This design comes from an exercise in tuning for small area on the open sky130 flow, not from production work. Only simulation tests tie the RTL to the original design; equivalence was not proved. The clock input has no modelled driver; a real chip could not lean on it and would need a root buffer or a full tree. Power figures rest on the tool's default switching activity, not on a simulated workload.

Setup of old:
## wallace_mult_apb
module wallace_mult_apb (
  input  wire        clk,
  input  wire        rst_n,
  input  wire        psel,
  input  wire        penable,
  input  wire        pwrite,
  input  wire [7:0]  paddr,
  input  wire [31:0] pwdata,
  output wire [31:0] prdata,
  output wire        pready,
  output wire        pslverr
);
For scale: ~290 cells after synthesis, ~79 I/O pins.
clock: 5.0 ns
lec_check: 0
cap_margin: 20
core_margin: 2
core_utilization: 70
gpl_timing_driven: 0
place_density: 0.8
slew_margin: 20
standard.sh (not shown) runs the stock make flow with config.mk's settings and CLKGATE_MAP_FILE= SYNTH_SCRIPT=/design/flow/synth_recipe.tcl, a recipe that flattens the netlist after the stock synthesis.
==> flow/flow/run.sh <==
#!/bin/bash
# Own flow: the standard layout (standard.sh) with two changes:
#  - synthesis is the standard synthesis script, except that ABC maps the
#    logic with flow/abc_area.script (area-oriented) instead of ORFS's script;
#    registers, their names and cells are untouched (mapped before ABC runs)
#  - the port buffers are the smallest buffer cell (buf_1)
#  - clock tree: after CTS, flow/post_cts.tcl (POST_CTS hook) swaps the H-tree
#    for one clock buffer driving all registers (no register gets its own delay)
# Each step's full output goes to a log of its own here; ORFS's logs stay
# under orfs/logs.
set -euo pipefail
W=$PWD
export BUFFER_PORTS_ARGS="-buffer_cell sky130_fd_sc_hd__buf_1"
export CTS_ARGS="-sink_clustering_enable -repair_clock_nets -dont_use_dummy_load"
export POST_CTS_TCL="$W/flow/post_cts.tcl"
export CLK_ROOT_CELL=sky130_fd_sc_hd__clkbuf_16
export CLK_GROUPS=3

{
  echo 'proc abc {args} {'
  echo '  set i [lsearch -exact $args -script]'
  echo "  if {\$i >= 0} { lset args [expr {\$i + 1}] {$W/flow/abc_area.script} }"
  echo '  yosys abc {*}$args'
  echo '}'
  echo "source {$W/synth_recipe.tcl}"
} > "$W/own_synth.tcl"
sed -e "s#SYNTH_SCRIPT=[^ ]*#SYNTH_SCRIPT=$W/own_synth.tcl#" standard.sh > own_synth.sh
grep -q "SYNTH_SCRIPT=$W/own_synth.tcl" own_synth.sh

bash own_synth.sh synth > synth.log 2>&1
bash standard.sh finish > layout.log 2>&1
Other scripts of this flow, unchanged in this note and not shown: flow/flow/abc_area.script, flow/flow/post_cts.tcl
Here is what was changed in the inputs of new compared with old.
- a deleted GPL_TIMING_DRIVEN that had been 0
### Flow results
- new went all the way through synthesis, placement and routing and the layout is clean on timing, DRC and antenna.
- Higher core occupancy in the finished layout goes to old over new.
- Register-to-register slack was higher in new than in old.
- On final antenna-violating net count, old and new are basically level.
- Per the comparison of new with old, final critical path time including I/O delays and setup went down by 0.27 ns; minimum hold slack went down by 0.013 ns; cell area went down by 35 um^2.
No run of this note takes its clock network from TritonCTS; it comes from the design's own scripts or RTL.

---

The RTL this note starts from:
==> flow/design.v <==
`timescale 1ns/1ns
package wallace_mult_pkg;
  localparam logic [7:0] ADDR_OPERAND_A = 8'h00;
  localparam logic [7:0] ADDR_OPERAND_B = 8'h04;
  localparam logic [7:0] ADDR_CTRL      = 8'h08;
  localparam logic [7:0] ADDR_STATUS    = 8'h0C;
  localparam logic [7:0] ADDR_PRODUCT   = 8'h10;
endpackage
`timescale 1ns/1ns
`default_nettype none
module wallace_mult_apb (
  input  wire        clk,
  input  wire        rst_n,
  input  wire        psel,
  input  wire        penable,
  input  wire        pwrite,
  input  wire [7:0]  paddr,
  input  wire [31:0] pwdata,
  output wire [31:0] prdata,
  output wire        pready,
  output wire        pslverr
);
  logic [15:0] a_q, b_q;    
  logic [7:0]  ax, ay;      
  logic [7:0]  x, y;        
  logic [15:0] pl;          
  logic        bq;          
  logic [4:0]  cnt;         
  logic        busy, done;
  wire base   = (paddr[7:5] == 3'b000) & (paddr[1:0] == 2'b00);
  wire sel_a  = base & (paddr[4:2] == 3'd0);
  wire sel_b  = base & (paddr[4:2] == 3'd1);
  wire sel_c  = base & (paddr[4:2] == 3'd2);
  wire sel_s  = base & (paddr[4:2] == 3'd3);
  wire sel_p  = base & (paddr[4:2] == 3'd4);
  wire mapped = base & (~paddr[4] | (paddr[3:2] == 2'b00));
  wire wr    = psel & penable & pwrite;
  wire start = wr & sel_c & pwdata[0] & ~busy;
  assign pready  = ~(busy & ~pwrite & sel_p);
  assign pslverr = ~mapped;
  wire [31:0] p = {y, x, pl};
  wire rd_a = sel_a;
  wire rd_b = sel_b;
  wire rd_p = sel_p & done;
  assign prdata[31:16] = {16{rd_p}} & p[31:16];
  assign prdata[15:2]  = ({14{rd_a}} & a_q[15:2]) | ({14{rd_b}} & b_q[15:2]) |
                         ({14{rd_p}} & p[15:2]);
  assign prdata[1:0]   = ({2{rd_a}} & a_q[1:0]) | ({2{rd_b}} & b_q[1:0]) |
                         ({2{rd_p}} & p[1:0]) | ({2{sel_s}} & {done, busy});
  wire       ph  = cnt[0];
  wire       b   = ph ? bq : pl[0];
  wire [7:0] addend = ax & {8{b}};
  wire [8:0] c;
  wire [7:0] u;
  assign c[0] = ph & y[7];
  genvar i;
  generate
    for (i = 0; i < 8; i++) begin : g_add
      assign u[i]   = x[i] ^ addend[i] ^ c[i];
      assign c[i+1] = (x[i] & addend[i]) | (x[i] & c[i]) | (addend[i] & c[i]);
    end
  endgenerate
  wire        pl_ld = start;
  wire        pl_sh = ~start & busy & ~ph;
  wire        pl_hd = ~start & ~(busy & ~ph);
  wire [15:0] pl_d  = ({16{pl_ld}} & b_q) | ({16{pl_sh}} & {u[0], pl[15:1]}) |
                      ({16{pl_hd}} & pl);
  always_ff @(posedge clk) begin
    ax <= start ? a_q[7:0]  : ay;
    ay <= start ? a_q[15:8] : ax;
    if (start) begin
      x <= 8'h00;
      y <= 8'h00;
    end else if (busy) begin
      x <= {ph ? u[0] : y[7], y[6:0]};
      y <= {c[8], u[7:1]};
    end
    pl <= pl_d;
    bq  <= pl[0];
    cnt <= start ? 5'd0 : cnt + 5'd1;
  end
  always_ff @(posedge clk) begin
    if (!rst_n) begin
      a_q  <= 16'h0000;
      b_q  <= 16'h0000;
      busy <= 1'b0;
      done <= 1'b0;
    end else begin
      if (wr & sel_a) a_q <= pwdata[15:0];
      if (wr & sel_b) b_q <= pwdata[15:0];
      if (start) begin
        busy <= 1'b1;
        done <= 1'b0;
      end else if (busy & (cnt == 5'd31)) begin
        busy <= 1'b0;
        done <= 1'b1;
      end
    end
  end
endmodule
`default_nettype wire
==> flow/config.mk <==
export PLATFORM = sky130hd
export DESIGN_NAME = wallace_mult_apb
export DESIGN_NICKNAME = wallace_mult_apb
export VERILOG_FILES = /design/flow/design.v
export SDC_FILE = /design/flow/constraint.sdc
export NUM_CORES = 4
export LEC_CHECK = 0
export CAP_MARGIN = 0
export CORE_MARGIN = 2
export CORE_UTILIZATION = 70
export GPL_TIMING_DRIVEN = 0
export PLACE_DENSITY = 0.8
export SLEW_MARGIN = 0
==> flow/constraint.sdc <==
create_clock -name core_clock -period 5.0 [get_ports {clk}]
set_input_delay 1.0000 -clock core_clock [delete_from_list [all_inputs] [get_ports {clk}]]
set_output_delay 1.0000 -clock core_clock [all_outputs]
set_load 0.01 [all_outputs]
==> flow/flow/run.sh <==
#!/bin/bash
# Own flow: the standard layout (standard.sh) with two changes:
#  - synthesis is the standard synthesis script, except that ABC maps the
#    logic with flow/abc_area.script (area-oriented) instead of ORFS's script;
#    registers, their names and cells are untouched (mapped before ABC runs)
#  - the port buffers are the smallest buffer cell (buf_1)
#  - clock tree: after CTS, flow/post_cts.tcl (POST_CTS hook) swaps the H-tree
#    for one clock buffer driving all registers (no register gets its own delay)
# Each step's full output goes to a log of its own here; ORFS's logs stay
# under orfs/logs.
set -euo pipefail
W=$PWD
export BUFFER_PORTS_ARGS="-buffer_cell sky130_fd_sc_hd__buf_1"
export CTS_ARGS="-sink_clustering_enable -repair_clock_nets -dont_use_dummy_load"
export POST_CTS_TCL="$W/flow/post_cts.tcl"
export CLK_ROOT_CELL=sky130_fd_sc_hd__clkbuf_16
export CLK_GROUPS=3

{
  echo 'proc abc {args} {'
  echo '  set i [lsearch -exact $args -script]'
  echo "  if {\$i >= 0} { lset args [expr {\$i + 1}] {$W/flow/abc_area.script} }"
  echo '  yosys abc {*}$args'
  echo "  yosys techmap -map {$W/flow/mux2map.v}"
  echo '  yosys opt_merge -share_all t:sky130_fd_sc_hd__inv_1'
  echo '  yosys opt_clean -purge'
  echo '}'
  echo "source {$W/synth_recipe.tcl}"
} > "$W/own_synth.tcl"
sed -e "s#SYNTH_SCRIPT=[^ ]*#SYNTH_SCRIPT=$W/own_synth.tcl#" standard.sh > own_synth.sh
grep -q "SYNTH_SCRIPT=$W/own_synth.tcl" own_synth.sh

bash own_synth.sh synth > synth.log 2>&1
bash standard.sh finish > layout.log 2>&1
==> flow/flow/mux2map.v <==
// mux2_1 (11.26 um2) as a22o_1 (8.76 um2) plus an inverter on the select,
// which opt_merge then shares among all muxes on the same select
module sky130_fd_sc_hd__mux2_1 (input A0, input A1, input S, output X);
  wire sn;
  sky130_fd_sc_hd__inv_1 inv (.A(S), .Y(sn));
  sky130_fd_sc_hd__a22o_1 ao (.A1(S), .A2(A1), .B1(sn), .B2(A0), .X(X));
endmodule
==> flow/flow/post_cts.tcl <==
# POST_CTS hook: replace the H-tree that clock_tree_synthesis built with a
# flat tree: CLK_GROUPS clock buffers (CLK_ROOT_CELL) on the clock port, each
# driving the registers of one placement cluster. The design has under 100
# registers, so a few buffers meet the clock-pin slew limit with less cell
# area than CTS's two-level tree.
set block [ord::get_db_block]
set db [ord::get_db]
set clk_net [$block findNet clk]
set root_master [$db findMaster $::env(CLK_ROOT_CELL)]

# Walk the tree from the clock port: buffers are the cells CTS inserted.
# (This file is sourced inside a proc, so the lists live in the global scope.)
set ::sinks {}
set ::tree_insts {}
set ::tree_nets {}
proc walk { net } {
  global sinks tree_insts tree_nets
  foreach it [$net getITerms] {
    if { [$it getIoType] != "INPUT" } { continue }
    set inst [$it getInst]
    set mname [[$inst getMaster] getName]
    if { [string match "sky130_fd_sc_hd__clkbuf_*" $mname] || [string match "sky130_fd_sc_hd__clkinv*" $mname] } {
      if { [lsearch -exact $tree_insts $inst] < 0 } {
        lappend tree_insts $inst
        foreach ot [$inst getITerms] {
          if { [$ot getIoType] == "OUTPUT" && [$ot getNet] != "NULL" } {
            lappend tree_nets [$ot getNet]
            walk [$ot getNet]
          }
        }
      }
    } else {
      lappend sinks $it
    }
  }
}
walk $clk_net
set sinks $::sinks
set tree_insts $::tree_insts
set tree_nets $::tree_nets
puts "post_cts: [llength $sinks] clock sinks, [llength $tree_insts] tree cells removed"

# Split the sinks into CLK_GROUPS groups of equal size by position (k-means
# with a size cap, from a deterministic start), one buffer per group at its
# centroid.
set k $::env(CLK_GROUPS)
set pts {}
foreach it $sinks {
  set box [[$it getInst] getBBox]
  lappend pts [list [expr { ([$box xMin] + [$box xMax]) / 2.0 }] [expr { ([$box yMin] + [$box yMax]) / 2.0 }]]
}
set n [llength $sinks]
# Start: sinks sorted by x+y, centers spread evenly along that order
set order [lsort -real -indices [lmap p $pts { expr { [lindex $p 0] + [lindex $p 1] } }]]
set centers {}
for { set g 0 } { $g < $k } { incr g } {
  lappend centers [lindex $pts [lindex $order [expr { int(($g + 0.5) * $n / $k) }]]]
}
# Capacitated k-means: each round assigns sinks to centers greedily by
# distance, at most ceil(n/k) per group, then moves each center to the mean.
set cap [expr { ($n + $k - 1) / $k }]
for { set round 0 } { $round < 30 } { incr round } {
  set pairs {}
  set i 0
  foreach p $pts {
    for { set g 0 } { $g < $k } { incr g } {
      set c [lindex $centers $g]
      lappend pairs [list [expr { abs([lindex $p 0] - [lindex $c 0]) + abs([lindex $p 1] - [lindex $c 1]) }] $i $g]
    }
    incr i
  }
  set pairs [lsort -real -index 0 $pairs]
  set assign [lrepeat $n -1]
  set fill [lrepeat $k 0]
  foreach pr $pairs {
    lassign $pr d i g
    if { [lindex $assign $i] >= 0 || [lindex $fill $g] >= $cap } { continue }
    lset assign $i $g
    lset fill $g [expr { [lindex $fill $g] + 1 }]
  }
  set newc {}
  for { set g 0 } { $g < $k } { incr g } {
    set sx 0.0; set sy 0.0; set m 0
    foreach p $pts a $assign {
      if { $a == $g } { set sx [expr { $sx + [lindex $p 0] }]; set sy [expr { $sy + [lindex $p 1] }]; incr m }
    }
    if { $m > 0 } { lappend newc [list [expr { $sx / $m }] [expr { $sy / $m }]] } else { lappend newc [lindex $centers $g] }
  }
  set centers $newc
}

foreach it $sinks { $it disconnect }
foreach inst $tree_insts { odb::dbInst_destroy $inst }
foreach net $tree_nets { odb::dbNet_destroy $net }

for { set g 0 } { $g < $k } { incr g } {
  set gnet [odb::dbNet_create $block clknet_g$g]
  $gnet setSigType CLOCK
  set buf [odb::dbInst_create $block $root_master clkbuf_g$g]
  foreach it [$buf getITerms] {
    set st [[$it getMTerm] getSigType]
    if { $st == "POWER" || $st == "GROUND" } { continue }
    if { [$it getIoType] == "OUTPUT" } { $it connect $gnet } elseif { [$it getIoType] == "INPUT" } { $it connect $clk_net }
  }
  set m 0
  foreach it $sinks a $assign {
    if { $a == $g } { $it connect $gnet; incr m }
  }
  set c [lindex $centers $g]
  $buf setLocation [expr { int([lindex $c 0]) }] [expr { int([lindex $c 1]) }]
  $buf setPlacementStatus PLACED
  puts "post_cts: group $g has $m sinks"
}

detailed_placement
check_placement -verbose
estimate_parasitics -placement
report_clock_skew
report_check_types -max_slew -max_capacitance -violators

# Area recovery: downsize cells that have timing slack to spare
repair_timing -recover_power 100 -verbose
detailed_placement
check_placement -verbose
Other scripts of this flow, unchanged in this note and not shown: flow/flow/abc_area.script
Edit:
--- a/flow/flow/run.sh
+++ b/flow/flow/run.sh
@@ -22,7 +22,4 @@
   echo "  if {\$i >= 0} { lset args [expr {\$i + 1}] {$W/flow/abc_area.script} }"
   echo '  yosys abc {*}$args'
-  echo "  yosys techmap -map {$W/flow/mux2map.v}"
-  echo '  yosys opt_merge -share_all t:sky130_fd_sc_hd__inv_1'
-  echo '  yosys opt_clean -purge'
   echo '}'
   echo "source {$W/synth_recipe.tcl}"
--- a/flow/flow/post_cts.tcl
+++ b/flow/flow/post_cts.tcl
@@ -118,7 +118,2 @@
 report_clock_skew
 report_check_types -max_slew -max_capacitance -violators
-
-# Area recovery: downsize cells that have timing slack to spare
-repair_timing -recover_power 100 -verbose
-detailed_placement
-check_placement -verbose
removed: flow/flow/mux2map.v
The changed run produced a clean layout.
Wire length falls by 6.2%.
Fmax came out lower by 2.3%.
Total power barely changes.
Synthesized area is higher by 1.1%.
Sequential power hardly moves.
First-iteration DRC count shrinks by 9.4%.
Synthesized cell count fell by 0.32%.
Setup slack is worse by 110 ps.
Edit:
--- a/flow/flow/post_cts.tcl
+++ b/flow/flow/post_cts.tcl
@@ -118,2 +118,7 @@
 report_clock_skew
 report_check_types -max_slew -max_capacitance -violators
+
+# Area recovery: downsize cells that have timing slack to spare
+repair_timing -recover_power 100 -verbose
+detailed_placement
+check_placement -verbose
GPL_TIMING_DRIVEN = not set   (was 0)
Result:
- core utilization rose by 0.45 points
- sequential power barely changes
- routed wire length rose by a few percent
- total power rose slightly
Edit:
==> flow/flow/run.sh (replaced) <==
#!/bin/bash
# Own flow: the standard layout (standard.sh), with these changes:
#  - synthesis: the standard synthesis script, except that ABC maps the
#    logic with flow/abc_area.script (area-oriented) instead of ORFS's script,
#    and then each mux2_1 becomes an a22o_1 with one shared select inverter
#    (flow/mux2map.v). Registers, their names and cells are untouched: they
#    are mapped before ABC runs.
#  - port buffers are the smallest buffer cell (buf_1).
#  - clock: after CTS, flow/post_cts.tcl (POST_CTS hook) replaces the H-tree
#    with CLK_GROUPS clock buffers on the clock port, one per equal-size
#    placement cluster of registers (all registers see the same buffer depth),
#    then downsizes cells that have slack (repair_timing -recover_power).
set -euo pipefail
W=$PWD
export BUFFER_PORTS_ARGS="-buffer_cell sky130_fd_sc_hd__buf_1"
export CTS_ARGS="-sink_clustering_enable -repair_clock_nets -dont_use_dummy_load"
export POST_CTS_TCL="$W/flow/post_cts.tcl"
export CLK_ROOT_CELL=sky130_fd_sc_hd__clkbuf_16
export CLK_GROUPS=3

{
  echo 'proc abc {args} {'
  echo '  set i [lsearch -exact $args -script]'
  echo "  if {\$i >= 0} { lset args [expr {\$i + 1}] {$W/flow/abc_area.script} }"
  echo '  yosys abc {*}$args'
  echo "  yosys techmap -map {$W/flow/mux2map.v}"
  echo '  yosys opt_merge -share_all t:sky130_fd_sc_hd__inv_1'
  echo '  yosys opt_clean -purge'
  echo '}'
  echo "source {$W/synth_recipe.tcl}"
} > "$W/own_synth.tcl"
sed -e "s#SYNTH_SCRIPT=[^ ]*#SYNTH_SCRIPT=$W/own_synth.tcl#" standard.sh > own_synth.sh
grep -q "SYNTH_SCRIPT=$W/own_synth.tcl" own_synth.sh

bash own_synth.sh synth > synth.log 2>&1
bash standard.sh finish > layout.log 2>&1
==> flow/flow/mux2map.v (new file) <==
// mux2_1 (11.26 um2) as a22o_1 (8.76 um2) plus an inverter on the select,
// which opt_merge then shares among all muxes on the same select
module sky130_fd_sc_hd__mux2_1 (input A0, input A1, input S, output X);
  wire sn;
  sky130_fd_sc_hd__inv_1 inv (.A(S), .Y(sn));
  sky130_fd_sc_hd__a22o_1 ao (.A1(S), .A2(A1), .B1(sn), .B2(A0), .X(X));
endmodule
GPL_TIMING_DRIVEN = 0   (was not set)
The new run ran to the end with no violations.
Clock skew goes down by 4.3 ps.
Cell area came out lower by 1.5%.
Routed wire length rose by 3.7%.
Worst hold slack improved by 19 ps.
No run of this note takes its clock network from TritonCTS; it comes from the design's own scripts or RTL.

-- separate check: timing with driven ports --
In the flow no input, the clock included, has a driving cell. The finished layouts below were timed again as built, in two steps. Step 1 (the two cells are an assumption about what drives the block):
set clk [get_ports {clk}]
set_driving_cell -lib_cell sky130_fd_sc_hd__clkbuf_16 $clk
set_driving_cell -lib_cell sky130_fd_sc_hd__buf_2 [delete_from_list [all_inputs] $clk]
Step 2 also shifts input and output timing later by t, the mid clock arrival at the registers, as if the neighbouring blocks saw the same clock. Slacks: ideal / step 1 / step 2; pairs: ideal / step 1.
run	shift t [ns]	setup WS [ns]	worst setup path at the end	worst slew at a driven data input, ns
old	0.227	0.282 / 0.282 / 0.282	register to register	0.04
new	0.224	0.549 / 0.549 / 0.549	register to register	0.04
the first run of note 2	0.223	0.341 / 0.341 / 0.341	register to register	0.05
the second run of note 2	0.223	0.229 / 0.229 / 0.229	register to register	0.05
the third run of note 2	0.228	0.370 / 0.370 / 0.370	register to register	0.03
the fourth run of note 2	0.223	0.341 / 0.341 / 0.341	register to register	0.05
After both steps setup and hold are still met in every run listed.
